What follows belongs to an exercise in optimizing a design on an open flow for small area; a production flow would make more cautious choices.
Where RTL was checked, it was by simulation tests only, not by an equivalence proof against the original.
No functional check of the RTL was part of run 3.
No activity file was given, so power comes from the tool's default toggle rates.

<file path="flow/flow/run.sh">
#!/bin/bash
# Standard ORFS layout with three changes: yosys/abc buffers are removed at floorplan
# (repair_design re-buffers what needs it), ports get the smallest buffer cell, and
# CTS adds no dummy loads. Each tool's output stays in orfs/logs; make's own output
# goes to standard.log.
set -euo pipefail
export REMOVE_ABC_BUFFERS=1
export RECOVER_POWER=100
export POST_GLOBAL_ROUTE_TCL="$PWD/flow/post_grt.tcl"
export BUFFER_PORTS_ARGS="-buffer_cell sky130_fd_sc_hd__buf_1"
export CTS_ARGS="-sink_clustering_enable -repair_clock_nets -sink_clustering_size 30 -sink_clustering_max_diameter 80 -buf_list sky130_fd_sc_hd__clkbuf_16 -dont_use_dummy_load"
bash standard.sh > standard.log 2>&1
</file>
<file path="flow/flow/post_grt.tcl">
# After power recovery has downsized gates with slack, fix any slew or load
# that the downsizing pushed over the limits, then setup timing again.
global_route -start_incremental
repair_design -slew_margin 5 -cap_margin 5 -match_cell_footprint -verbose
detailed_placement
global_route -end_incremental
estimate_parasitics -global_routing
global_route -start_incremental
repair_timing -setup -setup_margin 0.02 -match_cell_footprint -verbose
detailed_placement
global_route -end_incremental
estimate_parasitics -global_routing
</file>
<file path="flow/standard.sh">
#!/bin/bash
# synth_recipe.tcl (not shown) runs the flow's synth.tcl, then flattens the netlist and writes it again
# the make line also repeats each setting of config.mk as NAME=value (left out here)
make -C /OpenROAD-flow-scripts/flow DESIGN_CONFIG=/design/flow/config.mk WORK_HOME=/design/flow/orfs CLKGATE_MAP_FILE= SYNTH_SCRIPT=/design/flow/synth_recipe.tcl "${@:-finish}"
</file>
<file path="flow/config.mk">
export PLATFORM = sky130hd
export DESIGN_NAME = bp_top
export DESIGN_NICKNAME = bp_top
export VERILOG_FILES = /design/flow/design.v
export SDC_FILE = /design/flow/constraint.sdc
export NUM_CORES = 4
export LEC_CHECK = 0
export CAP_MARGIN = 5
export CORE_MARGIN = 2
export CORE_UTILIZATION = 65
export CTS_BUF_LIST = sky130_fd_sc_hd__clkbuf_16
export CTS_CLUSTER_DIAMETER = 80
export CTS_CLUSTER_SIZE = 30
export GPL_TIMING_DRIVEN = 0
export SETUP_SLACK_MARGIN = 0.02
export SLEW_MARGIN = 5
export SYNTH_HIERARCHICAL = 1
</file>
<file path="flow/constraint.sdc">
create_clock -name core_clock -period 7.0 [get_ports {clk}]
set_input_delay 1.4000 -clock core_clock [delete_from_list [all_inputs] [get_ports {clk}]]
set_output_delay 1.4000 -clock core_clock [all_outputs]
set_load 0.01 [all_outputs]
</file>
<file path="flow/design.v">
`timescale 1ns/1ps
package bp_pkg;
	typedef logic [5:0] alu_op_t;
	localparam alu_op_t OP_BEQ = 6'b001011;
	localparam alu_op_t OP_BLT = 6'b001100;
	localparam alu_op_t OP_BGE = 6'b001101;
	localparam int PC_W = 32;
	typedef logic [PC_W-1:0] pc_t;
	localparam int MAX_IDX_W = 8;
	localparam int TAG_W = 4;
	localparam int MAX_HIST = 32;
	typedef logic [1:0] ctr2_t;
	localparam ctr2_t BASE_INIT = 2'd2;
	typedef logic [2:0] ctr3_t;
	localparam ctr3_t CTR3_TAKEN_MIN = 3'd4;
	localparam ctr3_t ALLOC_TAKEN = 3'd4;
	localparam ctr3_t ALLOC_NOT_TAKEN = 3'd3;
	typedef enum logic [1:0] {
		PROV_BASE = 2'd0,
		PROV_T1 = 2'd1,
		PROV_T2 = 2'd2
	} provider_e;
	typedef struct packed {
		logic valid;
		logic [TAG_W-1:0] tag;
		ctr3_t ctr;
	} tage_entry_t;
	typedef struct packed {
		logic hit;
		ctr3_t ctr;
	} tag_lookup_t;
	typedef struct packed {
		logic valid;
		logic [MAX_IDX_W-1:0] base_idx;
		logic [MAX_IDX_W-1:0] t1_idx;
		logic [TAG_W-1:0] t1_tag;
		logic [MAX_IDX_W-1:0] t2_idx;
		logic [TAG_W-1:0] t2_tag;
		provider_e provider;
		logic pred_taken;
		ctr3_t prov_ctr;
	} branch_rec_t;
	function automatic ctr2_t ctr2_next(input ctr2_t c, input logic up);
		if (up && (c != 2'd3))
			ctr2_next = c + 2'd1;
		else if (!up && (c != 2'd0))
			ctr2_next = c - 2'd1;
		else
			ctr2_next = c;
	endfunction
	function automatic ctr3_t ctr3_next(input ctr3_t c, input logic up);
		if (up && (c != 3'd7))
			ctr3_next = c + 3'd1;
		else if (!up && (c != 3'd0))
			ctr3_next = c - 3'd1;
		else
			ctr3_next = c;
	endfunction
	function automatic logic [MAX_IDX_W-1:0] fold_hist(input logic [MAX_HIST-1:0] hist,
			input int len, input int width);
		logic [MAX_IDX_W-1:0] res;
		res = '0;
		for (int i = 0; i < MAX_HIST; i++) begin
			if (i < len)
				res[i % width] = res[i % width] ^ hist[i];
		end
		fold_hist = res;
	endfunction
endpackage
`timescale 1ns/1ps
module bp_fold (
	input logic [15:0] i_hist,
	output logic [4:0] o_f1_idx,
	output logic [3:0] o_f1_tag,
	output logic [4:0] o_f2_idx,
	output logic [3:0] o_f2_tag
);
	assign o_f1_idx = bp_pkg::fold_hist(32'(i_hist[7:0]), 8, 5);
	assign o_f1_tag = bp_pkg::fold_hist(32'(i_hist[7:0]), 8, 4);
	assign o_f2_idx = bp_pkg::fold_hist(32'(i_hist), 16, 5);
	assign o_f2_tag = bp_pkg::fold_hist(32'(i_hist), 16, 4);
endmodule
`timescale 1ns/1ps
module bp_dec6 (
	input logic [5:0] i_a,
	output logic [63:0] o_y
);
	always_comb begin
		for (int i = 0; i < 64; i++)
			o_y[i] = (i_a == 6'(i));
	end
endmodule
module bp_aor64 (
	input logic [63:0] i_sel,
	input logic [127:0] i_d,
	output logic [1:0] o_y
);
	logic [1:0] part [8];
	for (genvar k = 0; k < 8; k++) begin : g_part
		bp_aor8w2 u_part (.i_sel(i_sel[8*k +: 8]), .i_d(i_d[16*k +: 16]), .o_y(part[k]));
	end
	for (genvar b = 0; b < 2; b++) begin : g_bit
		logic [1:0] l3;
		bp_nor4 u_nor0 (.i_a(part[0][b]), .i_b(part[1][b]), .i_c(part[2][b]), .i_d(part[3][b]),
			.o_y(l3[0]));
		bp_nor4 u_nor1 (.i_a(part[4][b]), .i_b(part[5][b]), .i_c(part[6][b]), .i_d(part[7][b]),
			.o_y(l3[1]));
		bp_nand2 u_out (.i_a(l3[0]), .i_b(l3[1]), .o_y(o_y[b]));
	end
endmodule
module bp_aor8w2 (
	input logic [7:0] i_sel,
	input logic [15:0] i_d,
	output logic [1:0] o_y
);
	always_comb begin
		o_y = '0;
		for (int i = 0; i < 8; i++)
			o_y = o_y | ({2{i_sel[i]}} & i_d[i*2 +: 2]);
	end
endmodule
module bp_nor4 (
	input logic i_a,
	input logic i_b,
	input logic i_c,
	input logic i_d,
	output logic o_y
);
	assign o_y = ~(i_a | i_b | i_c | i_d);
endmodule
`timescale 1ns/1ps
module bp_dec5 (
	input logic [4:0] i_a,
	input logic [4:0] i_b,
	output logic [31:0] o_y
);
	logic [4:0] idx;
	assign idx = i_a ^ i_b;
	always_comb begin
		for (int i = 0; i < 32; i++)
			o_y[i] = (idx == 5'(i));
	end
endmodule
module bp_aor32n (
	input logic [31:0] i_sel,
	input logic [255:0] i_d,
	output logic [7:0] o_yn
);
	for (genvar b = 0; b < 8; b++) begin : g_bit
		logic [10:0] l1;
		logic [2:0] l2;
		for (genvar k = 0; k < 10; k++) begin : g_l1
			bp_aoi222 u_aoi (
				.i_s0(i_sel[3*k]), .i_d0(i_d[(3*k)*8 + b]),
				.i_s1(i_sel[3*k+1]), .i_d1(i_d[(3*k+1)*8 + b]),
				.i_s2(i_sel[3*k+2]), .i_d2(i_d[(3*k+2)*8 + b]),
				.o_y(l1[k])
			);
		end
		bp_aoi22 u_last (
			.i_a(i_sel[30]), .i_b(i_d[30*8 + b]),
			.i_c(i_sel[31]), .i_d(i_d[31*8 + b]),
			.o_y(l1[10])
		);
		bp_nand4 u_n0 (.i_a(l1[0]), .i_b(l1[1]), .i_c(l1[2]), .i_d(l1[3]), .o_y(l2[0]));
		bp_nand4 u_n1 (.i_a(l1[4]), .i_b(l1[5]), .i_c(l1[6]), .i_d(l1[7]), .o_y(l2[1]));
		bp_nand3 u_n2 (.i_a(l1[8]), .i_b(l1[9]), .i_c(l1[10]), .o_y(l2[2]));
		bp_nor3 u_out (.i_a(l2[0]), .i_b(l2[1]), .i_c(l2[2]), .o_y(o_yn[b]));
	end
endmodule
module bp_aoi222 (
	input logic i_s0,
	input logic i_d0,
	input logic i_s1,
	input logic i_d1,
	input logic i_s2,
	input logic i_d2,
	output logic o_y
);
	assign o_y = ~((i_s0 & i_d0) | (i_s1 & i_d1) | (i_s2 & i_d2));
endmodule
module bp_nand3 (
	input logic i_a,
	input logic i_b,
	input logic i_c,
	output logic o_y
);
	assign o_y = ~(i_a & i_b & i_c);
endmodule
module bp_nor3 (
	input logic i_a,
	input logic i_b,
	input logic i_c,
	output logic o_y
);
	assign o_y = ~(i_a | i_b | i_c);
endmodule
module bp_aoi22 (
	input logic i_a,
	input logic i_b,
	input logic i_c,
	input logic i_d,
	output logic o_y
);
	assign o_y = ~((i_a & i_b) | (i_c & i_d));
endmodule
module bp_nand4 (
	input logic i_a,
	input logic i_b,
	input logic i_c,
	input logic i_d,
	output logic o_y
);
	assign o_y = ~(i_a & i_b & i_c & i_d);
endmodule
module bp_nor2 (
	input logic i_a,
	input logic i_b,
	output logic o_y
);
	assign o_y = ~(i_a | i_b);
endmodule
module bp_nand2 (
	input logic i_a,
	input logic i_b,
	output logic o_y
);
	assign o_y = ~(i_a & i_b);
endmodule
`timescale 1ns/1ps
`timescale 1ns/1ps
`timescale 1ns/1ps
module bp_top (
	input logic clk,
	input logic rst_n,
	input bp_pkg::alu_op_t i_alu_op,
	input bp_pkg::pc_t i_pc,
	input bp_pkg::pc_t i_imm,
	input logic i_resolve,
	input logic i_taken,
	output logic o_pred_taken,
	output bp_pkg::pc_t o_next_pc
);
	logic [15:0] hist_q;
	logic [1:0] base_q [64];
	logic [31:0] t1_v_q;
	logic [3:0] t1_tag_q [32];
	logic [2:0] t1_ctr_q [32];
	logic [31:0] t2_v_q;
	logic [3:0] t2_tag_q [32];
	logic [2:0] t2_ctr_q [32];
	logic rec_v_q;
	logic [5:0] rec_base_idx_q;
	logic [4:0] rec_t1_idx_q;
	logic [3:0] rec_t1_tag_q;
	logic [4:0] rec_t2_idx_q;
	logic [3:0] rec_t2_tag_q;
	logic rec_p1_q;    
	logic rec_p2_q;    
	logic [2:0] rec_ctr_q;
	logic [4:0] f1_idx, f2_idx;
	logic [3:0] f1_tag, f2_tag;
	bp_fold u_fold (
		.i_hist(hist_q),
		.o_f1_idx(f1_idx),
		.o_f1_tag(f1_tag),
		.o_f2_idx(f2_idx),
		.o_f2_tag(f2_tag)
	);
	logic [5:0] base_idx;
	logic [4:0] t1_idx, t2_idx;
	logic [3:0] t1_tag, t2_tag;
	assign base_idx = i_pc[7:2];
	assign t1_idx = i_pc[6:2] ^ f1_idx;
	assign t2_idx = i_pc[6:2] ^ f2_idx;
	assign t1_tag = i_pc[10:7] ^ f1_tag;
	assign t2_tag = i_pc[10:7] ^ f2_tag;
	logic [1:0] base_rd;
	logic [2:0] t1_ctr, t2_ctr;
	logic t1_hit, t2_hit;
	logic [31:0] t1_sel, t2_sel;
	logic [255:0] t1_flat, t2_flat;
	logic [7:0] t1_ent, t2_ent;
	always_comb begin
		for (int i = 0; i < 32; i++) begin
			t1_flat[i*8 +: 8] = {t1_v_q[i], t1_tag_q[i], t1_ctr_q[i]};
			t2_flat[i*8 +: 8] = {t2_v_q[i], t2_tag_q[i], t2_ctr_q[i]};
		end
	end
	bp_dec5 u_t1_dec (.i_a(i_pc[6:2]), .i_b(f1_idx), .o_y(t1_sel));
	bp_dec5 u_t2_dec (.i_a(i_pc[6:2]), .i_b(f2_idx), .o_y(t2_sel));
	logic [7:0] t1_ent_n, t2_ent_n;
	bp_aor32n u_t1_rd (.i_sel(t1_sel), .i_d(t1_flat), .o_yn(t1_ent_n));
	bp_aor32n u_t2_rd (.i_sel(t2_sel), .i_d(t2_flat), .o_yn(t2_ent_n));
	assign t1_ent = ~t1_ent_n;
	assign t2_ent = ~t2_ent_n;
	logic [63:0] base_sel;
	logic [127:0] base_flat;
	always_comb begin
		for (int i = 0; i < 64; i++)
			base_flat[i*2 +: 2] = base_q[i];
	end
	bp_dec6 u_base_dec (.i_a(base_idx), .o_y(base_sel));
	bp_aor64 u_base_rd (.i_sel(base_sel), .i_d(base_flat), .o_y(base_rd));
	assign t1_ctr = t1_ent[2:0];
	assign t2_ctr = t2_ent[2:0];
	assign t1_hit = t1_ent[7] && (t1_ent[6:3] == t1_tag);
	assign t2_hit = t2_ent[7] && (t2_ent[6:3] == t2_tag);
	logic is_branch;
	logic prov_dir;
	logic [2:0] prov_ctr;
	assign is_branch = (i_alu_op == bp_pkg::OP_BEQ) || (i_alu_op == bp_pkg::OP_BLT) ||
		(i_alu_op == bp_pkg::OP_BGE);
	always_comb begin
		if (t2_hit)
			prov_ctr = t2_ctr;
		else if (t1_hit)
			prov_ctr = t1_ctr;
		else
			prov_ctr = {1'b0, ~base_rd[1], base_rd[0]};
	end
	assign prov_dir = (t2_hit || t1_hit) ? prov_ctr[2] : prov_ctr[1];
	assign o_pred_taken = is_branch && prov_dir;
	assign o_next_pc = o_pred_taken ? (i_pc + i_imm) : i_pc;
	logic upd, rec_dir, mispred;
	logic base_we, t1_we, t2_we;
	logic [1:0] base_wd;
	logic [2:0] t1_wd, t2_wd;
	logic [2:0] alloc_ctr;
	logic [2:0] step3;
	logic [1:0] step2;
	assign upd = i_resolve && rec_v_q;
	assign rec_dir = (rec_p1_q || rec_p2_q) ? rec_ctr_q[2] : rec_ctr_q[1];
	assign mispred = rec_dir != i_taken;
	assign alloc_ctr = i_taken ? 3'd4 : 3'd3;
	assign step3 = bp_pkg::ctr3_next(rec_ctr_q, i_taken);
	assign step2 = bp_pkg::ctr2_next(rec_ctr_q[1:0], i_taken);
	assign base_we = upd && !rec_p1_q && !rec_p2_q;
	assign t1_we = upd && (rec_p1_q || (!rec_p2_q && mispred));
	assign t2_we = upd && (rec_p2_q || (rec_p1_q && mispred));
	assign base_wd = {~step2[1], step2[0]};
	assign t1_wd = rec_p1_q ? step3 : alloc_ctr;
	assign t2_wd = rec_p2_q ? step3 : alloc_ctr;
	always_ff @(posedge clk or negedge rst_n) begin
		if (!rst_n) begin
			for (int i = 0; i < 64; i++)
				base_q[i] <= 2'd0;
		end else if (base_we) begin
			base_q[rec_base_idx_q] <= base_wd;
		end
	end
	always_ff @(posedge clk or negedge rst_n) begin
		if (!rst_n) begin
			t1_v_q <= '0;
			t2_v_q <= '0;
		end else begin
			for (int i = 0; i < 32; i++) begin
				if (t1_we && (rec_t1_idx_q == 5'(i)))
					t1_v_q[i] <= 1'b1;
				if (t2_we && (rec_t2_idx_q == 5'(i)))
					t2_v_q[i] <= 1'b1;
			end
		end
	end
	always_ff @(posedge clk) begin
		if (t1_we) begin
			t1_tag_q[rec_t1_idx_q] <= rec_t1_tag_q;
			t1_ctr_q[rec_t1_idx_q] <= t1_wd;
		end
		if (t2_we) begin
			t2_tag_q[rec_t2_idx_q] <= rec_t2_tag_q;
			t2_ctr_q[rec_t2_idx_q] <= t2_wd;
		end
	end
	always_ff @(posedge clk or negedge rst_n) begin
		if (!rst_n)
			hist_q <= '0;
		else if (i_resolve)
			hist_q <= {hist_q[14:0], i_taken};
	end
	always_ff @(posedge clk or negedge rst_n) begin
		if (!rst_n)
			rec_v_q <= 1'b0;
		else if (is_branch)
			rec_v_q <= 1'b1;
		else if (i_resolve)
			rec_v_q <= 1'b0;
	end
	always_ff @(posedge clk) begin
		if (is_branch) begin
			rec_base_idx_q <= base_idx;
			rec_t1_idx_q <= t1_idx;
			rec_t1_tag_q <= t1_tag;
			rec_t2_idx_q <= t2_idx;
			rec_t2_tag_q <= t2_tag;
			rec_p1_q <= t1_hit && !t2_hit;
			rec_p2_q <= t2_hit;
			rec_ctr_q <= prov_ctr;
		end
	end
endmodule
</file>
==> summary.txt, run 1 <==
* Top cells by area, synth: edfxtp_1 49%, dfrtp_1 18%, a222oi_1 5.5%
* Met2 global-route usage at 0.504
* WL final at just over 70000 um
* Status: timing/DRC/antenna clean
* Mux contribution to synthesized area at 0.0107
* Fin nets at 2459
* Clock latency on the worst-skew pair at around 610 ps
* Post-CTS setup repair buffer count at 3
* Per-instance average area after synthesis at between 10 and 15 um^2
* Util after Layout at 0.712
* Final worst setup slack at 84.1 ps
* Crit path max fanout at 13
* Worst vdd ir at about 250 uV
* Grt met3 use at 0.0321
* Fmax at 0.145 GHz
* H-Tree Depth at 1
* Register area share after synthesis at 0.666
* Largest net degree at the start of global routing at 41
* Synth Area in Adders at 0.0156
* Initial core utilization at 0.661
* Slew @ Worst Pin at 1250 ps
* Rel. slew slack at 0.170
* Core outline area at 0.0444 mm^2
* # rows at 77
* Drc violations at 0
* Leak at 11.3 nW
* Synthesized flop and latch total at just under 700
* Vias in the first global route at between 15000 and 20000
* Setup crit end kind: output pin
* Final Hold Fails at 0
* GPL Wtd Cong at 0.917
* Post-synth EDFFs at about 480
* Clk_skew at 50.0 ps
* Hold-fix buffers, CTS at 0
* CTS root buffer: clkbuf_16
* Pins Over Slew Limit at 0
* Final Setup Violations at 0
* Main combinational cell family by area after synthesis: compound AO/OA/AOI/OAI gates
* Post-Syn Area at 0.0294 mm^2
* Fraction of registers with async set/reset at 0.305
* I/O Buffers at 106
* Initial DRT Pass Iterations at 9
* Initial antenna violation count at 2
* Top Usage Layer GRT: met2
* CTS Sinks at about 700
* CP Launch Type: input port
* Final period utilization at 0.988
* Final worst path period need at just under 7000 ps
* Total global-route track usage at 0.301
* Share of the synthesized area in the top cell type at 0.488
* Compound-Gate Fraction of Synth Area at 0.134
* CTS buffer count at 30
* Pre-CTS setup slack at -1350 ps
* Largest area contributor in the netlist: edfxtp_1
* First DRT Iteration DRCs at 2769
* Main synth FF type: edfxtp_1
* Synth Area in XOR/XNOR at 0.0318
* Total gr overflow at 0
* CP Class: in -> out
* Synth warn at 14
* M1 GR Usage at 0.428
* DP HPWL at between 40000 and 50000 um
* Post-synth cell types at 75
* First-pass GRT wire length at roughly 110000 um
* DR WL/cell at about 24 um
* Pwr/cell area at 302 mW/mm^2
* Simple logic cell fraction of the synthesized area at 0.131
* Post-CTS Resized at 35
* Die Wd at 217 um
* Share of cells above drive strength 1 at 0.109
* I/O pins at 107
* Max-cap violation count at 0
* Critical Path RT at around 5600 ps
* Area delta synth->final at 7.75%
* Mapped Cells at 2244
* Post-DRT Antenna Nets at 0
* Area of the die at 0.0469 mm^2
* Worst Path Arrival at 5520 ps
* CTS tree: done
* CTS max path bufs at 3
* Vias at 19900
* Path type of the worst min-delay path: reg -> reg
* Clock Pin Slew Worst Setup and Hold Paths at 90 ps
* Die Ht at approximately 220 um
* Vias per cell at ~6.8
==> modules after synthesis, one instance, submodules excluded, a selection <==
module,copies in the design,flip-flops and latches,cells inside,area (um^2)
bp_aoi222,160,0,1,10.0
bp_nor3,16,0,1,10.0
bp_dec6,1,0,95,465
bp_dec5,2,0,54,263
bp_nand2,2,0,1,3.75
bp_fold,1,0,25,216
bp_aoi22,16,0,1,12.5
bp_nand3,16,0,1,5.00
bp_nand4,32,0,1,6.26
bp_nor4,4,0,1,12.5
bp_top,1,686,1690,25300
bp_aor8w2,8,0,10,72.6
==> sequential cells by signal, indices dropped and copies added (netlist names) <==
register	cells
rec_t1_idx_q	5
t2_ctr_q	96
t1_tag_q	128
t2_tag_q	128
rec_v_q	1
hist_q	16
rec_p1_q	1
rec_t2_idx_q	5
rec_ctr_q	3
t1_ctr_q	96
base_q	128
rec_t1_tag_q	4
t1_v_q	32
rec_base_idx_q	6
rec_p2_q	1
t2_v_q	32
rec_t2_tag_q	4
==> metrics by stage <==
| stage | setup TNS (ps) | cells | hold WS [ps] | power [mW] | cell area (um^2) |
|---|---|---|---|---|---|
| 2_1_floorplan | 0 | 2179 | 438 | 6.45 | 29100 |
| 3_3_place_gp | -1216590 | 2877 | 451 | 7.35 | 30200 |
| 3_5_place_dp | -36620 | 2894 | 452 | 7.43 | 30600 |
| 4_1_cts | 0 | 2929 | 474 | 9.36 | 31500 |
| 6_report | 0 | 2940 | 474 | 9.57 | 31600 |
==> logic make-up (layout without fill, tap and decap cells) <==
kind of cell,count (synthesis),in the layout
XOR/XNOR,97,97
adder cells (fa/ha/maj),36,36
other,0,1
buffers and inverters,78,178
AO/OA/AOI/OAI,527,530
multiplexers,26,26
AND/OR/NAND/NOR,794,794
flip-flops,686,686
==> final timing paths <==
check,cells past startpoint,slack [ps],to,start
min in group asynchronous,1,870,base_q[55][1],rst_n
worst max-delay path,14,80,o_next_pc[17],i_pc[2]
max in group asynchronous,5,4630,t1_v_q[27],rst_n
worst min-delay path,1,470,t2_v_q[22],t2_v_q[22]
worst min register to register,1,470,t2_v_q[22],t2_v_q[22]
worst max register to register,13,2680,rec_ctr_q[2],hist_q[6]
==> worst max-delay path, cell delays in order <==
cell and delay (ps):
buf_4 250, xor2_1 170, nand2_2 280, nor2_1 220, a222oi_1 500, nand4_1 220
nor3_2 290, xnor3_1 240, or2_0 300, or3_4 480, a31oi_4 470, inv_4 180
mux2_4 330, buf_1 130
==> placed cells by master (no fill, tap or decap), types with 31 or more instances in the layout <==
master      n
a21oi_1    78
ha_1       35
xor2_1     50
buf_1      94
a22oi_1    66
o21ai_0   142
xnor2_1    31
nand4_1    54
nand3_1    48
dfrtp_1   205
nand2_1   211
a222oi_1  160
edfxtp_1  477
or2_2      68
nor2_1    241
==> synth_stat cells (10+ instances only) <==
cell / count
a222oi_1: 160
a21oi_1: 78
nor2b_1: 12
o21ai_0: 142
nor4_1: 11
xnor2_1: 36
buf_2: 10
xor2_1: 55
inv_1: 12
nand4_1: 54
clkbuf_1: 45
and3_1: 13
dfrtp_1: 209
nand2b_1: 16
a21o_1: 11
mux2_2: 19
nand2_1: 219
nor2_1: 266
a22oi_2: 16
nor3_2: 17
a22oi_1: 66
edfxtp_1: 477
or2_2: 68
ha_1: 35
nand3_1: 50
nor3_1: 26
==> final cells by class <==
cell class	instances	area, um^2
diodes	1	2.50
clock buffers	30	751
fillers	2995	12800
inverters	13	51.3
multi-input cells	1483	9820
flip-flops and latches	686	19600
well taps	592	741
repair buffers	135	722
==> power breakdown <==
part / internal, mW / leakage, nW / switching (mW)
Combinational: 1.10 / 3.77 / 2.01
Clock: 0.765 / 0.370 / 1.13
Sequential: 4.45 / 7.15 / 0.120
Total: 6.31 / 11.3 / 3.26
==> metal layers <==
metal  vias to the layer above  share of wire
met2                       978           0.49
li1                       8927              -
met1                      9894           0.40
met5                         -        0.00017
met3                       108          0.085
met4                         2          0.020
==> run 2, diff against run 1 <==
--- a/flow/config.mk
+++ b/flow/config.mk
@@ -7,7 +7,7 @@
 export LEC_CHECK = 0
 export CAP_MARGIN = 5
 export CORE_MARGIN = 2
-export CORE_UTILIZATION = 65
+export CORE_UTILIZATION = 68
 export CTS_BUF_LIST = sky130_fd_sc_hd__clkbuf_16
 export CTS_CLUSTER_DIAMETER = 80
 export CTS_CLUSTER_SIZE = 30
==> summary.txt, run 2 <==
* Status: timing/DRC/antenna clean (unchanged)
* Synth warn at 14 (unchanged)
* Vias in the first global route at 19100 (was 19200)
* Initial core utilization at 0.685 (was 0.661)
* Die Wd at 212 um (was 217 um)
* Share of cells above drive strength 1 at 0.108 (was 0.109)
* Largest net degree at the start of global routing at 40 (was 41)
* CTS tree: done (unchanged)
* Top flop regs: base_q: 128 flops, t1_tag_q: 128 flops, t2_tag_q: 128 flops (unchanged)
* Top cells by area, synth: edfxtp_1 49%, dfrtp_1 18%, a222oi_1 5.5% (unchanged)
* H-Tree Depth at 2 (was 1)
* DR WL/cell at 24.4 um (was 24.3 um)
* CP delay by family, top: compound AO/OA/AOI/OAI gates (was simple AND/OR/NAND/NOR gates)
* Worst R2R Path Depth at 14 (was 13)
* Crit path largest cell delay at 590 ps (was 500 ps)
* Main synth FF type: edfxtp_1 (unchanged)
* Post-synth EDFFs at 477 (unchanged)
* Vias per cell at 6.85 (was 6.77)
* Worst reg2reg endpoint: rec_ctr_q[1] (was rec_ctr_q[2])
* Commonest non-fill, non-tap cell in the layout: edfxtp_1 (unchanged)
* CTS buffer count at 34 (was 30)
* Path type of the worst min-delay path: reg -> reg (unchanged)
* Synthesized flop and latch total at 686 (unchanged)
* Final worst setup slack at 91.4 ps (was 84.1 ps)
* Drc violations at 0 (unchanged)
* DP HPWL at 48900 um (was 48600 um)
* Mapped Cells at 2244 (unchanged)
* Die Ht at 212 um (was 217 um)
* Area after DPL at 0.0306 mm^2 (about the same)
* I/O pins at 107 (unchanged)
* Worst reg2reg setup slack at 2610 ps (was 2680 ps)
* WL final at 71800 um (was 71400 um)
* Area of all placed cells without fillers at 0.0318 mm^2 (was 0.0316 mm^2)
* Share of the synthesized area in the top cell type at 0.488 (unchanged)
* GPL Wtd Cong at 0.883 (was 0.917)
* Initial antenna violation count at 2 (unchanged)
* Max-cap violation count at 0 (unchanged)
* Hold Path Depth at 1 (unchanged)
* CP Launch Type: input port (unchanged)
* Final Setup Violations at 0 (unchanged)
* Pwr/cell area at 304 mW/mm^2 (was 302 mW/mm^2)
* Critical Path Slowest Stage Cell: a222oi_1 (unchanged)
* Clk_skew at 67.6 ps (was 50.0 ps)
* Final worst path period need at 6910 ps (was 6920 ps)
* Post-synth cell types at 75 (unchanged)
* Post-Syn Area at 0.0294 mm^2 (unchanged)
* Register area share after synthesis at 0.666 (unchanged)
* Fin nets at 2464 (was 2459)
* Largest area contributor in the netlist: edfxtp_1 (unchanged)
* Critical Path RT at 5600 ps (about the same)
* Worst vdd ir at 237 uV (was 247 uV)
* Per-instance average area after synthesis at 13.1 um^2 (unchanged)
* Area delta synth->final at 8.31% (was 7.75%)
* I/O Buffers at 106 (unchanged)
* CP Class: in -> out (unchanged)
* # rows at 76 (was 77)
* Leak at 11.4 nW (was 11.3 nW)
* Final period utilization at 0.987 (was 0.988)
* Initial DRT Pass Iterations at 6 (was 9)
* CTS max path bufs at 3 (unchanged)
* Slew @ Worst Pin at 1310 ps (was 1250 ps)
* Hold endpoint: t1_v_q[3] (was t2_v_q[22])
* Total gr overflow at 0 (unchanged)
* Core outline area at 0.0429 mm^2 (was 0.0444 mm^2)
* CP most frequent cell: a31oi_4
* Worst R2R Start: hist_q[6] (unchanged)
* Count leader, synth: edfxtp_1 (unchanged)
* Fraction of registers with async set/reset at 0.305 (unchanged)
* Final Hold Fails at 0 (unchanged)
* Rel. slew slack at 0.125 (was 0.170)
* Vias at 20100 (was 19900)
* Hold Worst Slack at 463 ps (was 474 ps)
* Setup crit end kind: output pin (unchanged)
* CP bufs+invs at 2 (was 3)
* Clock Pin Slew Worst Setup and Hold Paths at 30 ps (was 90 ps)
* Crit-path cells: clkbuf_4, xnor2_1, nand2_2, nor2_1, a222oi_1, nand4_1, nor3_2, nor2b_1, mux2_2, a31oi_4, a31oi_4, a2111oi_0, a21o_1, buf_1 (was buf_4, xor2_1, nand2_2, nor2_1, a222oi_1, nand4_1, nor3_2, xnor3_1, or2_0, or3_4, a31oi_4, inv_4, mux2_4, buf_1)
* Setup_tns at 0 ps (unchanged)
* CTS root buffer: clkbuf_16 (unchanged)
* CTS Sinks at 686 (unchanged)
* Clock latency on the worst-skew pair at 570 ps (was 610 ps)
* Total global-route track usage at 0.321 (was 0.301)
* Pins Over Slew Limit at 0 (unchanged)
* Hold-fix buffers, CTS at 0 (unchanged)
* Area of the die at 0.0449 mm^2 (was 0.0469 mm^2)
* HP Start: t1_v_q[3] (was t2_v_q[22])
* Synth cell count leaders: 477 x edfxtp_1, 266 x nor2_1, 219 x nand2_1, 209 x dfrtp_1, 160 x a222oi_1 (unchanged)
* Worst Path Arrival at 5510 ps (was 5520 ps)
* Crit path max fanout at 13 (unchanged)
* Pre-CTS setup slack at -1170 ps (was -1350 ps)
* Post-DRT Antenna Nets at 0 (unchanged)
* Most frequent cells in the layout: 477 x edfxtp_1, 251 x nor2_1, 211 x nand2_1, 208 x dfrtp_1, 160 x a222oi_1 (was 477 x edfxtp_1, 241 x nor2_1, 211 x nand2_1, 205 x dfrtp_1, 160 x a222oi_1)
* Post-CTS setup repair buffer count at 4 (was 3)
* First-pass GRT wire length at 109000 um (about the same)
* First DRT Iteration DRCs at 2977 (was 2769)
* Post-CTS Resized at 31 (was 35)
* Fmax at 0.145 GHz (about the same)
run 2: through the flow:
step           total power, mW   util  std cells
2_1_floorplan             6.45      -       2179
3_3_place_gp              7.29  0.704       2870
3_5_place_dp              7.38  0.713       2888
4_1_cts                   9.46  0.737       2929
6_report                  9.68  0.742       2939
run 2: layout make-up:
cell class / instances / area (um^2)
multi-input combinational: 1483 / 9770
tap: 585 / 732
fill: 2807 / 11100
inverter: 13 / 51.3
antenna: 2 / 5.00
timing repair buffer: 136 / 843
sequential: 686 / 19600
clock buffer: 34 / 851
run 2: where the power goes:
part / switching, mW / internal (mW) / leakage (nW)
sequential: 0.112 / 4.45 / 7.15
clock: 1.16 / 0.873 / 0.419
combinational: 1.97 / 1.12 / 3.82
run 2: modules after synthesis (local to each module, per instance), a selection:
module | times used | cells | flip-flops and latches | area (um^2)
bp_aoi222 | 160 | 1 | 0 | 10.0
bp_nand3 | 16 | 1 | 0 | 5.00
bp_nor3 | 16 | 1 | 0 | 10.0
bp_dec5 | 2 | 54 | 0 | 263
bp_nand2 | 2 | 1 | 0 | 3.75
bp_nand4 | 32 | 1 | 0 | 6.26
bp_nor4 | 4 | 1 | 0 | 12.5
bp_dec6 | 1 | 95 | 0 | 465
bp_aoi22 | 16 | 1 | 0 | 12.5
bp_aor8w2 | 8 | 10 | 0 | 72.6
bp_fold | 1 | 25 | 0 | 216
bp_top | 1 | 1690 | 686 | 25300
run 2: kinds of logic after synthesis:
group                    after synthesis  synth area share
AND/OR/NAND/NOR                      794             0.131
flip-flops                           686             0.666
buffers and inverters                 78            0.0117
multiplexers                          26            0.0107
adder cells (fa/ha/maj)               36            0.0156
AO/OA/AOI/OAI                        527             0.134
XOR/XNOR                              97            0.0318
run 2: worst max-delay path by stage:
| stage | slack, ps | to | cells past startpoint | from |
|---|---|---|---|---|
| 6_report | 90 | o_next_pc[24] | 14 | i_pc[2] |
| 4_1_cts | 20 | o_next_pc[31] | 15 | i_pc[4] |
| 3_3_place_gp | -5580 | t1_v_q[18] | 1 | rst_n |
| 2_1_floorplan | 940 | o_next_pc[29] | 13 | i_pc[6] |
| 3_5_place_dp | -1170 | o_next_pc[14] | 14 | i_pc[3] |
run 2: per-layer routing:
metal	part of all wire	vias to the layer above	track usage
met5	0	-	0
met4	0.035	0	0.122
met3	0.087	154	0.0320
met2	0.48	1050	0.508
met1	0.40	9988	0.470
li1	-	8943	-
==> run 3, diff against run 2 <==
--- a/flow/design.v
+++ b/flow/design.v
@@ -131,14 +131,11 @@
 `timescale 1ns/1ps
 module bp_dec5 (
 	input logic [4:0] i_a,
-	input logic [4:0] i_b,
 	output logic [31:0] o_y
 );
-	logic [4:0] idx;
-	assign idx = i_a ^ i_b;
 	always_comb begin
 		for (int i = 0; i < 32; i++)
-			o_y[i] = (idx == 5'(i));
+			o_y[i] = (i_a == 5'(i));
 	end
 endmodule
 module bp_aor32n (
@@ -287,8 +284,8 @@
 			t2_flat[i*8 +: 8] = {t2_v_q[i], t2_tag_q[i], t2_ctr_q[i]};
 		end
 	end
-	bp_dec5 u_t1_dec (.i_a(i_pc[6:2]), .i_b(f1_idx), .o_y(t1_sel));
-	bp_dec5 u_t2_dec (.i_a(i_pc[6:2]), .i_b(f2_idx), .o_y(t2_sel));
+	bp_dec5 u_t1_dec (.i_a(t1_idx), .o_y(t1_sel));
+	bp_dec5 u_t2_dec (.i_a(t2_idx), .o_y(t2_sel));
 	logic [7:0] t1_ent_n, t2_ent_n;
 	bp_aor32n u_t1_rd (.i_sel(t1_sel), .i_d(t1_flat), .o_yn(t1_ent_n));
 	bp_aor32n u_t2_rd (.i_sel(t2_sel), .i_d(t2_flat), .o_yn(t2_ent_n));
--- a/flow/flow/post_grt.tcl
+++ b/flow/flow/post_grt.tcl
@@ -6,7 +6,7 @@
 global_route -end_incremental
 estimate_parasitics -global_routing
 global_route -start_incremental
-repair_timing -setup -setup_margin 0.02 -match_cell_footprint -verbose
+repair_timing -setup -setup_margin 0.05 -match_cell_footprint -verbose
 detailed_placement
 global_route -end_incremental
 estimate_parasitics -global_routing
--- a/flow/config.mk
+++ b/flow/config.mk
@@ -7,11 +7,11 @@
 export LEC_CHECK = 0
 export CAP_MARGIN = 5
 export CORE_MARGIN = 2
-export CORE_UTILIZATION = 68
+export CORE_UTILIZATION = 60
 export CTS_BUF_LIST = sky130_fd_sc_hd__clkbuf_16
 export CTS_CLUSTER_DIAMETER = 80
 export CTS_CLUSTER_SIZE = 30
 export GPL_TIMING_DRIVEN = 0
-export SETUP_SLACK_MARGIN = 0.02
+export SETUP_SLACK_MARGIN = 0.05
 export SLEW_MARGIN = 5
 export SYNTH_HIERARCHICAL = 1
==> summary.txt, run 3 <==
* Register area share after synthesis at 0.668 (was 0.666)
* Die Wd at 225 um (was 212 um)
* First-pass GRT wire length at 111000 um (was 109000 um)
* M1 WL at 31200 um (was 28700 um)
* CP delay by family, top: compound AO/OA/AOI/OAI gates (unchanged)
* Die Ht at 225 um (was 212 um)
* Most frequent cells in the layout: 477 x edfxtp_1, 255 x nor2_1, 212 x nand2_1, 206 x dfrtp_1, 160 x a222oi_1 (was 477 x edfxtp_1, 251 x nor2_1, 211 x nand2_1, 208 x dfrtp_1, 160 x a222oi_1)
* Clock latency on the worst-skew pair at 580 ps (was 570 ps)
* CP bufs+invs at 3 (was 2)
* Hold-fix buffers, CTS at 0 (unchanged)
* Rel. slew slack at 0.162 (was 0.125)
* DR top layer: met5 (was met4)
* CTS max path bufs at 3 (unchanged)
* Final Setup Violations at 0 (unchanged)
* Routed wl met2 at 34600 um (was 34400 um)
* Critical Path RT at 5600 ps (about the same)
* Crit-path cells: buf_6, xor2_4, or3_1, nor2_1, a222oi_1, nand4_1, nor3_2, nor2b_1, mux2_2, a31oi_4, buf_12, a31oi_2, o41ai_2, buf_1 (was clkbuf_4, xnor2_1, nand2_2, nor2_1, a222oi_1, nand4_1, nor3_2, nor2b_1, mux2_2, a31oi_4, a31oi_4, a2111oi_0, a21o_1, buf_1)
* Synth warn at 14 (unchanged)
* Pwr Total at 9.88 mW (was 9.68 mW)
* I/O pins at 107 (unchanged)
* Clk_skew at 96.2 ps (was 67.6 ps)
* WL final at 73100 um (was 71800 um)
* Hold Worst Slack at 468 ps (was 463 ps)
* Critical Path Slowest Stage Cell: a222oi_1 (unchanged)
* Area delta synth->final at 9.58% (was 8.31%)
* Vias per cell at 6.72 (was 6.85)
* Worst vdd ir at 281 uV (was 237 uV)
* Crit path largest cell delay at 570 ps (was 590 ps)
* Pwr/cell area at 308 mW/mm^2 (was 304 mW/mm^2)
* Share of the synthesized area in the top cell type at 0.489 (was 0.488)
* Largest area contributor in the netlist: edfxtp_1 (unchanged)
* Drc violations at 0 (unchanged)
* Slew @ Worst Pin at 1260 ps (was 1310 ps)
* Main synth FF type: edfxtp_1 (unchanged)
* Initial DRT Pass Iterations at 8 (was 6)
* Area of the die at 0.0506 mm^2 (was 0.0449 mm^2)
* H-Tree Depth at 2 (unchanged)
* CTS root buffer: clkbuf_16 (unchanged)
* # rows at 80 (was 76)
* Post-synth cell types at 77 (was 75)
* Commonest non-fill, non-tap cell in the layout: edfxtp_1 (unchanged)
* Post-CTS Resized at 43 (was 31)
* Post-CTS setup repair buffer count at 6 (was 4)
* GPL Wtd Cong at 0.910 (was 0.883)
* Leak at 11.5 nW (was 11.4 nW)
* CP Class: in -> out (unchanged)
* Total gr overflow at 0 (unchanged)
* Setup_tns at 0 ps (unchanged)
* CTS buffer count at 34 (unchanged)
* Pins Over Slew Limit at 0 (unchanged)
* Count leader, synth: edfxtp_1 (unchanged)
* Synthesized flop and latch total at 686 (unchanged)
* Core outline area at 0.0479 mm^2 (was 0.0429 mm^2)
* Post-Syn Area at 0.0293 mm^2 (was 0.0294 mm^2)
* Vias in the first global route at 18900 (was 19100)
* Mapped Cells at 2230 (was 2244)
* Top flop regs: base_q: 128 flops, t1_tag_q: 128 flops, t2_tag_q: 128 flops (unchanged)
* Setup crit end kind: output pin (unchanged)
* Crit path max fanout at 21 (was 13)
* Fin nets at 2463 (was 2464)
* Synth cell count leaders: 477 x edfxtp_1, 266 x nor2_1, 213 x nand2_1, 209 x dfrtp_1, 160 x a222oi_1 (was 477 x edfxtp_1, 266 x nor2_1, 219 x nand2_1, 209 x dfrtp_1, 160 x a222oi_1)
* Fmax at 0.146 GHz (was 0.145 GHz)
* CP Launch Type: input port (unchanged)
* Max-cap violation count at 0 (unchanged)
* Path type of the worst min-delay path: reg -> reg (unchanged)
* Worst Path Arrival at 5470 ps (was 5510 ps)
* Share of cells above drive strength 1 at 0.118 (was 0.108)
* Vias at 19900 (was 20100)
* CTS tree: done (unchanged)
* DP HPWL at 49100 um (was 48900 um)
* Per-instance average area after synthesis at 13.1 um^2 (about the same)
* Status: timing/DRC/antenna clean (unchanged)
* Initial core utilization at 0.611 (was 0.685)
* Area of all placed cells without fillers at 0.0321 mm^2 (was 0.0318 mm^2)
* Post-DRT Antenna Nets at 0 (unchanged)
* CTS Sinks at 686 (unchanged)
* I/O Buffers at 106 (unchanged)
* Area after DPL at 0.0306 mm^2 (about the same)
* DR WL/cell at 24.7 um (was 24.4 um)
* Final worst path period need at 6870 ps (was 6910 ps)
* Initial antenna violation count at 3 (was 2)
* Post-synth EDFFs at 477 (unchanged)
* Util after Layout at 0.669 (was 0.742)
* Top cells by area, synth: edfxtp_1 49%, dfrtp_1 18%, a222oi_1 5.5% (unchanged)
* Total global-route track usage at 0.288 (was 0.321)
* Final Hold Fails at 0 (unchanged)
* Final period utilization at 0.981 (was 0.987)
* First DRT Iteration DRCs at 2728 (was 2977)
* Clock Pin Slew Worst Setup and Hold Paths at 40 ps (was 30 ps)
* Fraction of registers with async set/reset at 0.305 (unchanged)
* WL met3 at 5670 um (was 6230 um)
* Largest net degree at the start of global routing at 40 (unchanged)
-- run 3: cell types whose count changed after synthesis, sizes merged, moves of 6 or more --
cell,previous run,this run
clkbuf,46,52
nand2,219,213
nand3,50,36
nand3b,3,9
or3b,1,7
xnor2,36,26
xor2,55,45
-- run 3: path summary, 6_finish.rpt --
kind | start | to | slack (ps) | cells after the start
worst max-delay path | i_pc[5] | o_next_pc[25] | 130 | 14
worst min-delay path | t1_v_q[27] | t1_v_q[27] | 470 | 1
worst max register to register | hist_q[0] | rec_ctr_q[2] | 2650 | 14
worst min register to register | t1_v_q[27] | t1_v_q[27] | 470 | 1
max in group asynchronous | rst_n | t2_v_q[31] | 4560 | 5
min in group asynchronous | rst_n | base_q[54][0] | 900 | 1
-- run 3: worst reg2reg max path: stages (launching register included) --
cell	delay, ps
dfrtp_1	490
xor2_4	260
xnor2_4	310
xor2_4	260
nand3b_1	230
buf_4	140
nor2_1	120
a222oi_1	430
nand4_1	270
nor3_2	300
xnor3_1	240
or2_0	280
or3_4	480
inv_1	210
o31ai_1	110
-- run 3: cells by family (layout without fill, tap and decap cells) --
kind of cell    Yosys count  count (layout)  share of synthesized area
xor+xnor                 77              79                     0.0259
other cells               0               1                          0
buf+inv                  84             199                     0.0125
mux                      26              26                     0.0107
simple gates            794             794                      0.133
compound gates          527             531                      0.134
fa+ha+maj                36              36                     0.0156
flops                   686             686                      0.668
-- run 3: area by class of cell --
| type | instances | area, um^2 |
|---|---|---|
| Multi-Input combinational cell | 1466 | 9910 |
| Clock buffer | 34 | 851 |
| Inverter | 13 | 51.3 |
| Antenna cell | 1 | 2.50 |
| Tap cell | 615 | 769 |
| Timing Repair Buffer | 152 | 947 |
| Sequential cell | 686 | 19600 |
| Fill cell | 3505 | 15900 |
-- run 3: report_power, final --
part / internal, mW / leakage [nW] / switching [mW] / total, mW
Combinational: 1.20 / 3.90 / 2.07 / 3.27
Clock: 0.874 / 0.419 / 1.17 / 2.05
Sequential: 4.45 / 7.15 / 0.113 / 4.56
-- run 3: per-stage QoR --
| step | cells | setup WS [ps] |
|---|---|---|
| final | 2967 | 131 |
| after global placement | 2880 | -5720 |
| after CTS | 2941 | 40.9 |
| after detailed placement | 2898 | -1370 |
| after floorplan | 2159 | 742 |
-- run 3: layer usage --
layer	up-vias	GRT usage
met5	-	0
met4	4	0.0808
met3	109	0.0373
met2	890	0.456
met1	10000	0.425
li1	8913	-
-- run 3: modules after synthesis (local to each module, per instance), excerpt --
module     area (um^2)  flip-flops and latches  cells  copies in the design
bp_nor4           12.5                       0      1                     4
bp_aoi222         10.0                       0      1                   160
bp_dec5            221                       0     47                     2
bp_nand3          5.00                       0      1                    16
bp_aor8w2         72.6                       0     10                     8
bp_nor3           10.0                       0      1                    16
bp_top           25300                     686   1690                     1
bp_fold            216                       0     25                     1
bp_nand4          6.26                       0      1                    32
bp_aoi22          12.5                       0      1                    16
bp_dec6            465                       0     95                     1
bp_nand2          3.75                       0      1                     2
==> run 4, diff against run 3 <==
--- a/flow/design.v
+++ b/flow/design.v
@@ -131,11 +131,14 @@
 `timescale 1ns/1ps
 module bp_dec5 (
 	input logic [4:0] i_a,
+	input logic [4:0] i_b,
 	output logic [31:0] o_y
 );
+	logic [4:0] idx;
+	assign idx = i_a ^ i_b;
 	always_comb begin
 		for (int i = 0; i < 32; i++)
-			o_y[i] = (i_a == 5'(i));
+			o_y[i] = (idx == 5'(i));
 	end
 endmodule
 module bp_aor32n (
@@ -284,8 +287,8 @@
 			t2_flat[i*8 +: 8] = {t2_v_q[i], t2_tag_q[i], t2_ctr_q[i]};
 		end
 	end
-	bp_dec5 u_t1_dec (.i_a(t1_idx), .o_y(t1_sel));
-	bp_dec5 u_t2_dec (.i_a(t2_idx), .o_y(t2_sel));
+	bp_dec5 u_t1_dec (.i_a(i_pc[6:2]), .i_b(f1_idx), .o_y(t1_sel));
+	bp_dec5 u_t2_dec (.i_a(i_pc[6:2]), .i_b(f2_idx), .o_y(t2_sel));
 	logic [7:0] t1_ent_n, t2_ent_n;
 	bp_aor32n u_t1_rd (.i_sel(t1_sel), .i_d(t1_flat), .o_yn(t1_ent_n));
 	bp_aor32n u_t2_rd (.i_sel(t2_sel), .i_d(t2_flat), .o_yn(t2_ent_n));
--- a/flow/flow/run.sh
+++ b/flow/flow/run.sh
@@ -8,5 +8,5 @@
 export RECOVER_POWER=100
 export POST_GLOBAL_ROUTE_TCL="$PWD/flow/post_grt.tcl"
 export BUFFER_PORTS_ARGS="-buffer_cell sky130_fd_sc_hd__buf_1"
-export CTS_ARGS="-sink_clustering_enable -repair_clock_nets -sink_clustering_size 30 -sink_clustering_max_diameter 80 -buf_list sky130_fd_sc_hd__clkbuf_16 -dont_use_dummy_load"
+export CTS_ARGS="-sink_clustering_enable -repair_clock_nets -sink_clustering_size 34 -sink_clustering_max_diameter 75 -buf_list sky130_fd_sc_hd__clkbuf_16 -dont_use_dummy_load"
 bash standard.sh > standard.log 2>&1
==> summary.txt, run 4 <==
* Initial core utilization at 0.604 (was 0.611)
* Clock Pin Slew Worst Setup and Hold Paths at 70 ps (was 40 ps)
* Crit-path cells: clkbuf_4, xnor2_1, nand2_2, buf_4, nor2_1, a222oi_1, nand4_1, nor3_2, xnor3_1, or2_0, or3_4, a31oi_4, buf_12, inv_2, o31a_1, a2bb2oi_1, buf_1 (was buf_6, xor2_4, or3_1, nor2_1, a222oi_1, nand4_1, nor3_2, nor2b_1, mux2_2, a31oi_4, buf_12, a31oi_2, o41ai_2, buf_1)
* Hold Worst Slack at 471 ps (was 468 ps)
* I/O pins at 107 (unchanged)
* CP Class: in -> out (unchanged)
* Pwr/cell area at 306 mW/mm^2 (was 308 mW/mm^2)
* Die Ht at 225 um (about the same)
* Fraction of registers with async set/reset at 0.305 (unchanged)
* Path type of the worst min-delay path: reg -> reg (unchanged)
* CP delay by family, top: simple AND/OR/NAND/NOR gates (was compound AO/OA/AOI/OAI gates)
* Synthesized flop and latch total at 686 (unchanged)
* Top Usage Layer GRT: met2 (unchanged)
* Synth warn at 14 (unchanged)
* CTS Sinks at 686 (unchanged)
* Post-synth EDFFs at 477 (unchanged)
* Post-synth cell types at 75 (was 77)
* Vias in the first global route at 19200 (was 18900)
* Drc violations at 0 (unchanged)
* Initial DRT Pass Iterations at 12 (was 8)
* Critical Path RT at 5600 ps (about the same)
* Fmax at 0.146 GHz (about the same)
* Worst vdd ir at 240 uV (was 281 uV)
* Crit path largest cell delay at 490 ps (was 570 ps)
* Count leader, synth: edfxtp_1 (unchanged)
* Final worst path period need at 6850 ps (was 6870 ps)
* Final period utilization at 0.979 (was 0.981)
* Largest area contributor in the netlist: edfxtp_1 (unchanged)
* Total gr overflow at 0 (unchanged)
* Setup_tns at 0 ps (unchanged)
* WL final at 73300 um (was 73100 um)
* CTS tree: done (unchanged)
* CTS max path bufs at 3 (unchanged)
* DP HPWL at 48900 um (was 49100 um)
* Final Setup Violations at 0 (unchanged)
* Critical Path Slowest Stage Cell: a222oi_1 (unchanged)
* Met2 global-route usage at 0.463 (was 0.456)
* CTS root buffer: clkbuf_16 (unchanged)
* Register area share after synthesis at 0.666 (was 0.668)
* Die Wd at 225 um (about the same)
* Dpl cells at 2925 (was 2898)
* Setup crit end kind: output pin (unchanged)
* Area delta synth->final at 8.32% (was 9.58%)
* Main combinational cell family by area after synthesis: compound AO/OA/AOI/OAI gates (unchanged)
* Mapped Cells at 2244 (was 2230)
* Synth cell count leaders: 477 x edfxtp_1, 266 x nor2_1, 219 x nand2_1, 209 x dfrtp_1, 160 x a222oi_1 (was 477 x edfxtp_1, 266 x nor2_1, 213 x nand2_1, 209 x dfrtp_1, 160 x a222oi_1)
* Vias at 19700 (was 19900)
* Final Hold Fails at 0 (unchanged)
* Compound-Gate Fraction of Synth Area at 0.134 (about the same)
* Post-CTS Resized at 30 (was 43)
* Total global-route track usage at 0.292 (was 0.288)
* Share of the synthesized area in the top cell type at 0.488 (was 0.489)
* Synth Area in Adders at 0.0156 (about the same)
* Top flop regs: base_q: 128 flops, t1_tag_q: 128 flops, t2_tag_q: 128 flops (unchanged)
* Leak at 11.4 nW (was 11.5 nW)
* Max-cap violation count at 0 (unchanged)
* CP Launch Type: input port (unchanged)
* Grt met3 use at 0.0346 (was 0.0373)
* Pre-CTS setup slack at -1380 ps (was -1370 ps)
* I/O Buffers at 106 (unchanged)
* First DRT Iteration DRCs at 2495 (was 2728)
* Crit path max fanout at 13 (was 21)
* Post-DRT Antenna Nets at 0 (unchanged)
* Clock latency on the worst-skew pair at 580 ps (about the same)
* M1 GR Usage at 0.430 (was 0.425)
* Share of cells above drive strength 1 at 0.104 (was 0.118)
* Area of the die at 0.0507 mm^2 (was 0.0506 mm^2)
* Post-Syn Area at 0.0294 mm^2 (was 0.0293 mm^2)
* CTS buffer count at 35 (was 34)
* First-pass GRT wire length at 112000 um (was 111000 um)
* Commonest non-fill, non-tap cell in the layout: edfxtp_1 (unchanged)
* Fin nets at 2469 (was 2463)
* DR WL/cell at 24.6 um (was 24.7 um)
* Initial antenna violation count at 2 (was 3)
* Simple logic cell fraction of the synthesized area at 0.131 (was 0.133)
* Largest net degree at the start of global routing at 38 (was 40)
* Most frequent cells in the layout: 477 x edfxtp_1, 252 x nor2_1, 211 x nand2_1, 209 x dfrtp_1, 160 x a222oi_1 (was 477 x edfxtp_1, 255 x nor2_1, 212 x nand2_1, 206 x dfrtp_1, 160 x a222oi_1)
* Main synth FF type: edfxtp_1 (unchanged)
* Fin cells at 2980 (was 2967)
* CP bufs+invs at 5 (was 3)
* Status: timing/DRC/antenna clean (unchanged)
* Mux contribution to synthesized area at 0.0107 (about the same)
* Slew @ Worst Pin at 1280 ps (was 1260 ps)
* H-Tree Depth at 2 (unchanged)
* Core outline area at 0.0486 mm^2 (was 0.0479 mm^2)
* Synth Area in XOR/XNOR at 0.0318 (was 0.0259)
* Top cells by area, synth: edfxtp_1 49%, dfrtp_1 18%, a222oi_1 5.5% (unchanged)
* Final worst setup slack at 145 ps (was 131 ps)
* Clk_skew at 69.6 ps (was 96.2 ps)
* Rel. slew slack at 0.147 (was 0.162)
* Vias per cell at 6.61 (was 6.72)
* Hold-fix buffers, CTS at 0 (unchanged)
* # rows at 81 (was 80)
* Worst Path Arrival at 5450 ps (was 5470 ps)
* Post-CTS setup repair buffer count at 5 (was 6)
* Pins Over Slew Limit at 0 (unchanged)
* Per-instance average area after synthesis at 13.1 um^2 (about the same)
* GPL Wtd Cong at 0.906 (was 0.910)
## run 4: path summary, 6_finish.rpt
kind,slack [ps],from,depth (start not counted),endpoint
max reg2reg,2610,hist_q[6],14,rec_ctr_q[2]
min in group asynchronous,860,rst_n,1,base_q[38][1]
min reg2reg,470,t2_v_q[19],1,t2_v_q[19]
min,470,t2_v_q[19],1,t2_v_q[19]
max in group asynchronous,3200,rst_n,5,t1_v_q[28]
max,150,i_pc[3],17,o_next_pc[29]
## run 4: kinds of logic (layout without fill, tap and decap cells)
family / Yosys count / count (layout)
adder cells (fa/ha/maj): 36 / 36
XOR/XNOR: 97 / 97
AND/OR/NAND/NOR: 794 / 794
multiplexers: 26 / 26
buffers and inverters: 78 / 188
other: 0 / 1
flip-flops: 686 / 686
AO/OA/AOI/OAI: 527 / 530
## run 4: modules after synthesis (local to each module, per instance), a selection
module,times used,cells inside,cell area (um^2)
bp_fold,1,25,216
bp_aoi222,160,1,10.0
bp_nand2,2,1,3.75
bp_top,1,1690,25300
bp_nor3,16,1,10.0
bp_nand4,32,1,6.26
bp_dec6,1,95,465
bp_nand3,16,1,5.00
bp_dec5,2,54,263
bp_aoi22,16,1,12.5
bp_nor4,4,1,12.5
## run 4: area by class of cell
class | instances | area (um^2)
multi-input combinational | 1483 | 9750
sequential | 686 | 19600
inverter | 13 | 48.8
clock buffer | 35 | 876
tap | 622 | 778
fill | 3655 | 16800
timing repair buffer | 140 | 800
antenna | 1 | 2.50
## run 4: through the flow
stage	util	area [um^2]	power, mW
floorplan	-	29100	6.45
global placement	0.622	30300	7.39
detailed placement	0.630	30700	7.45
CTS	0.653	31800	9.61
finish	0.654	31800	9.72
## run 4: metal layers
layer | vias to the layer above | wire length [um]
met5 | - | 11
met2 | 799 | 34300
met4 | 2 | 1890
met1 | 9828 | 32000
li1 | 8935 | -
met3 | 121 | 5050
## run 4: power breakdown
| group | leakage, nW | switching, mW | internal, mW | total, mW |
|---|---|---|---|---|
| Sequential | 7.15 | 0.110 | 4.45 | 4.56 |
| Clock | 0.431 | 1.18 | 0.898 | 2.08 |
| Combinational | 3.82 | 1.99 | 1.09 | 3.08 |
## run 4: worst reg2reg max path: cells and delay by family (launching register included)
family | cells | cell delay (ps)
buf+inv | 2 | 360
xor+xnor | 4 | 1010
compound gates | 2 | 590
flops | 1 | 470
simple gates | 6 | 1670
==> run 5, diff against run 4 <==
--- a/flow/config.mk
+++ b/flow/config.mk
@@ -7,7 +7,7 @@
 export LEC_CHECK = 0
 export CAP_MARGIN = 5
 export CORE_MARGIN = 2
-export CORE_UTILIZATION = 60
+export CORE_UTILIZATION = 65
 export CTS_BUF_LIST = sky130_fd_sc_hd__clkbuf_16
 export CTS_CLUSTER_DIAMETER = 80
 export CTS_CLUSTER_SIZE = 30
==> summary.txt, run 5 <==
* Clock Pin Slew Worst Setup and Hold Paths at 60 ps (was 70 ps)
* Register area share after synthesis at 0.666 (unchanged)
* Vias per cell at 6.78 (was 6.61)
* GPL Wtd Cong at 0.917 (was 0.906)
* Pins Over Slew Limit at 0 (unchanged)
* Total gr overflow at 0 (unchanged)
* Area delta synth->final at 8.50% (was 8.32%)
* Rel. slew slack at 0.187 (was 0.147)
* Final worst path period need at 6910 ps (was 6850 ps)
* DR WL/cell at 24.3 um (was 24.6 um)
* FF+latch area at 0.0196 mm^2 (about the same)
* Worst vdd ir at 250 uV (was 240 uV)
* Setup crit start: i_pc[3] (unchanged)
* Mapped Cells at 2244 (unchanged)
* CTS tree: done (unchanged)
* Leak at 11.4 nW (about the same)
* # rows at 77 (was 81)
* CTS Sinks at 686 (unchanged)
* Post-synth EDFFs at 477 (unchanged)
* CTS buffer count at 34 (was 35)
* Drc violations at 0 (unchanged)
* Top flop regs: base_q: 128 flops, t1_tag_q: 128 flops, t2_tag_q: 128 flops (unchanged)
* Die Wd at 217 um (was 225 um)
* Final Hold Fails at 0 (unchanged)
* Area of the die at 0.0469 mm^2 (was 0.0507 mm^2)
* Post-synth cell types at 75 (unchanged)
* Worst reg2reg setup slack at 2650 ps (was 2610 ps)
* Post-DRT Antenna Nets at 0 (unchanged)
* Die Ht at 217 um (was 225 um)
* Worst setup path endpoint: o_next_pc[7] (was o_next_pc[29])
* Per-instance average area after synthesis at 13.1 um^2 (unchanged)
* Vias at 20100 (was 19700)
* Fraction of registers with async set/reset at 0.305 (unchanged)
* Commonest non-fill, non-tap cell in the layout: edfxtp_1 (unchanged)
* First-pass GRT wire length at 109000 um (was 112000 um)
* Util after Layout at 0.717 (was 0.654)
* Main synth FF type: edfxtp_1 (unchanged)
* Final Setup Violations at 0 (unchanged)
* CP Launch Type: input port (unchanged)
* CTS root buffer: clkbuf_16 (unchanged)
* Count leader, synth: edfxtp_1 (unchanged)
* DP HPWL at 48600 um (was 48900 um)
* Max-cap violation count at 0 (unchanged)
* Critical Path RT at 5600 ps (about the same)
* Synthesized flop and latch total at 686 (unchanged)
* Path type of the worst min-delay path: reg -> reg (unchanged)
* Core outline area at 0.0444 mm^2 (was 0.0486 mm^2)
* Total global-route track usage at 0.304 (was 0.292)
* Worst R2R Path Depth at 14 (unchanged)
* Pwr Total at 9.84 mW (was 9.72 mW)
* Worst R2R Start: hist_q[7] (was hist_q[6])
* Synth warn at 14 (unchanged)
* Fin nets at 2480 (was 2469)
* Initial DRT Pass Iterations at 8 (was 12)
* Share of the synthesized area in the top cell type at 0.488 (unchanged)
* CP Class: in -> out (unchanged)
* Initial antenna violation count at 2 (unchanged)
* Hold-fix buffers, CTS at 0 (unchanged)
* Status: timing/DRC/antenna clean (unchanged)
* Vias in the first global route at 19300 (was 19200)
* Post-CTS setup repair buffer count at 5 (unchanged)
* Post-CTS Resized at 37 (was 30)
* Top cells by area, synth: edfxtp_1 49%, dfrtp_1 18%, a222oi_1 5.5% (unchanged)
* First DRT Iteration DRCs at 2834 (was 2495)
* Largest area contributor in the netlist: edfxtp_1 (unchanged)
* Setup crit end kind: output pin (unchanged)
* Fmax at 0.145 GHz (was 0.146 GHz)
* Most frequent cells in the layout: 477 x edfxtp_1, 237 x nor2_1, 211 x nand2_1, 208 x dfrtp_1, 160 x a222oi_1 (was 477 x edfxtp_1, 252 x nor2_1, 211 x nand2_1, 209 x dfrtp_1, 160 x a222oi_1)
* CTS max path bufs at 3 (unchanged)
* Multi-input gate area at 0.00981 mm^2 (was 0.00975 mm^2)
* Fillers at 2986 (was 3655)
* Clk_skew at 79.7 ps (was 69.6 ps)
* Final period utilization at 0.987 (was 0.979)
* Worst Path Arrival at 5510 ps (was 5450 ps)
* Pwr/cell area at 309 mW/mm^2 (was 306 mW/mm^2)
* Post-Syn Area at 0.0294 mm^2 (unchanged)
* Share of cells above drive strength 1 at 0.116 (was 0.104)
* H-Tree Depth at 2 (unchanged)
* Crit path max fanout at 13 (unchanged)
* Worst reg2reg endpoint: rec_ctr_q[1] (was rec_ctr_q[2])
* Largest net degree at the start of global routing at 41 (was 38)
* WL final at 71900 um (was 73300 um)
* Synth cell count leaders: 477 x edfxtp_1, 266 x nor2_1, 219 x nand2_1, 209 x dfrtp_1, 160 x a222oi_1 (unchanged)
* Slew @ Worst Pin at 1220 ps (was 1280 ps)
* I/O pins at 107 (unchanged)
* I/O Buffers at 106 (unchanged)
* Initial core utilization at 0.661 (was 0.604)
* Clock latency on the worst-skew pair at 590 ps (was 580 ps)
==> run 5: cell types whose count changed in the layout (fill, tap and decap cells not counted), sizes merged <==
| cell | previous run | this run |
|---|---|---|
| buf | 119 | 131 |
| a31oi | 12 | 13 |
| dlymetal6s6s | 2 | 0 |
==> run 5: per-layer routing <==
layer | wire (um) | vias up | part of all wire | track usage
met1 | 28500 | 9934 | 0.40 | 0.428
li1 | - | 8973 | - | -
met3 | 6130 | 150 | 0.085 | 0.0373
met5 | 13 | - | 0.00018 | 0
met4 | 1960 | 2 | 0.027 | 0.0932
met2 | 35300 | 1029 | 0.49 | 0.505
==> run 5: stage by stage <==
step                instance area [um^2]  instances  setup WS [ps]  TNS [ps]  hold slack, ps
CTS                                31600       2936           68.0         0             471
detailed placement                 30600       2894          -1350    -36620             452
floorplan                          29100       2179            943         0             438
global placement                   30200       2877          -5620  -1216590             451
finish                             31900       2961           91.1         0             471
==> run 5: layout make-up <==
cell class,count,area share
Timing Repair Buffer,151,0.0268
Sequential cell,686,0.614
Multi-Input combinational cell,1484,0.308
Tap cell,592,0.0232
Antenna cell,1,0.0000785
Inverter,13,0.00161
Clock buffer,34,0.0267
==> run 5: worst max-delay path, cell delays in order <==
cell	delay (ps)
buf_4	260
xnor2_1	160
nand2_2	250
nor2_2	150
a222oi_1	510
nand4_1	290
nor3_2	310
xnor3_1	250
or2_0	300
or3_4	490
a31oi_4	440
buf_4	200
buf_4	120
nand2_1	40
o21ai_0	140
buf_1	180
==> run 5: per-module statistics from Yosys, one instance, submodules excluded, excerpt <==
| module | flops+latches | cells | cell area [um^2] | times used |
|---|---|---|---|---|
| bp_top | 686 | 1690 | 25300 | 1 |
| bp_aoi222 | 0 | 1 | 10.0 | 160 |
| bp_aoi22 | 0 | 1 | 12.5 | 16 |
| bp_nand3 | 0 | 1 | 5.00 | 16 |
| bp_aor8w2 | 0 | 10 | 72.6 | 8 |
| bp_nor4 | 0 | 1 | 12.5 | 4 |
| bp_nand4 | 0 | 1 | 6.26 | 32 |
==> run 5: power by group <==
group,internal (mW),switching [mW]
combinational,1.18,2.05
clock,0.874,1.17
sequential,4.45,0.115
total,6.51,3.33
==> run 5: logic make-up after synthesis <==
logic type / count (synthesis) / synth area share
and+or+nand+nor: 794 / 0.131
DFF: 686 / 0.666
AOI/OAI and AO/OA: 527 / 0.134
xor gates and xnor gates: 97 / 0.0318
buffers and inverters: 78 / 0.0117
adders and majority gates: 36 / 0.0156
muxes: 26 / 0.0107
==> run 5: how the worst min path moves through the flow <==
stage	start	endpoint	slack (ps)	depth (start not counted)
floorplan	t1_v_q[0]	t1_v_q[0]	440	1
global placement	t2_v_q[19]	t2_v_q[19]	450	1
detailed placement	t2_v_q[22]	t2_v_q[22]	450	1
CTS	t2_v_q[19]	t2_v_q[19]	470	1
finish	t2_v_q[19]	t2_v_q[19]	470	1

[afterwards: timing with drivers on the ports]
In the flow no input, the clock included, has a driving cell. The finished layouts below were timed again as built, in two steps. Step 1 assumes that a clkbuf_16 drives the clock port and a buf_2 every other input. Step 2 times the ports against the registers' clock, not the clock port: input delays grow and output delays shrink by t, the midpoint of the rising clock arrivals with the driver on. a / b / c = ideal ports / drivers / drivers and shift; a / b = the first two.
run | t (ns) | setup WS [ns] | hold slack, ns | worst setup path at the end
run 1 | 0.651 | 0.084 / 0.030 / 0.053 | 0.474 / 0.474 / 0.474 | input to output
run 2 | 0.602 | 0.091 / 0.066 / 0.066 | 0.463 / 0.463 / 0.463 | input to output
run 3 | 0.598 | 0.131 / 0.088 / 0.088 | 0.468 / 0.468 / 0.468 | input to output
run 4 | 0.611 | 0.145 / 0.123 / 0.123 | 0.471 / 0.471 / 0.471 | input to output
run 5 | 0.617 | 0.091 / 0.053 / 0.053 | 0.471 / 0.471 / 0.471 | input to output
After both steps setup and hold are still met in every run listed. For run 3, which loses most, drivers alone change the setup slack by -0.043 ns; drivers and shift together by -0.043 ns.
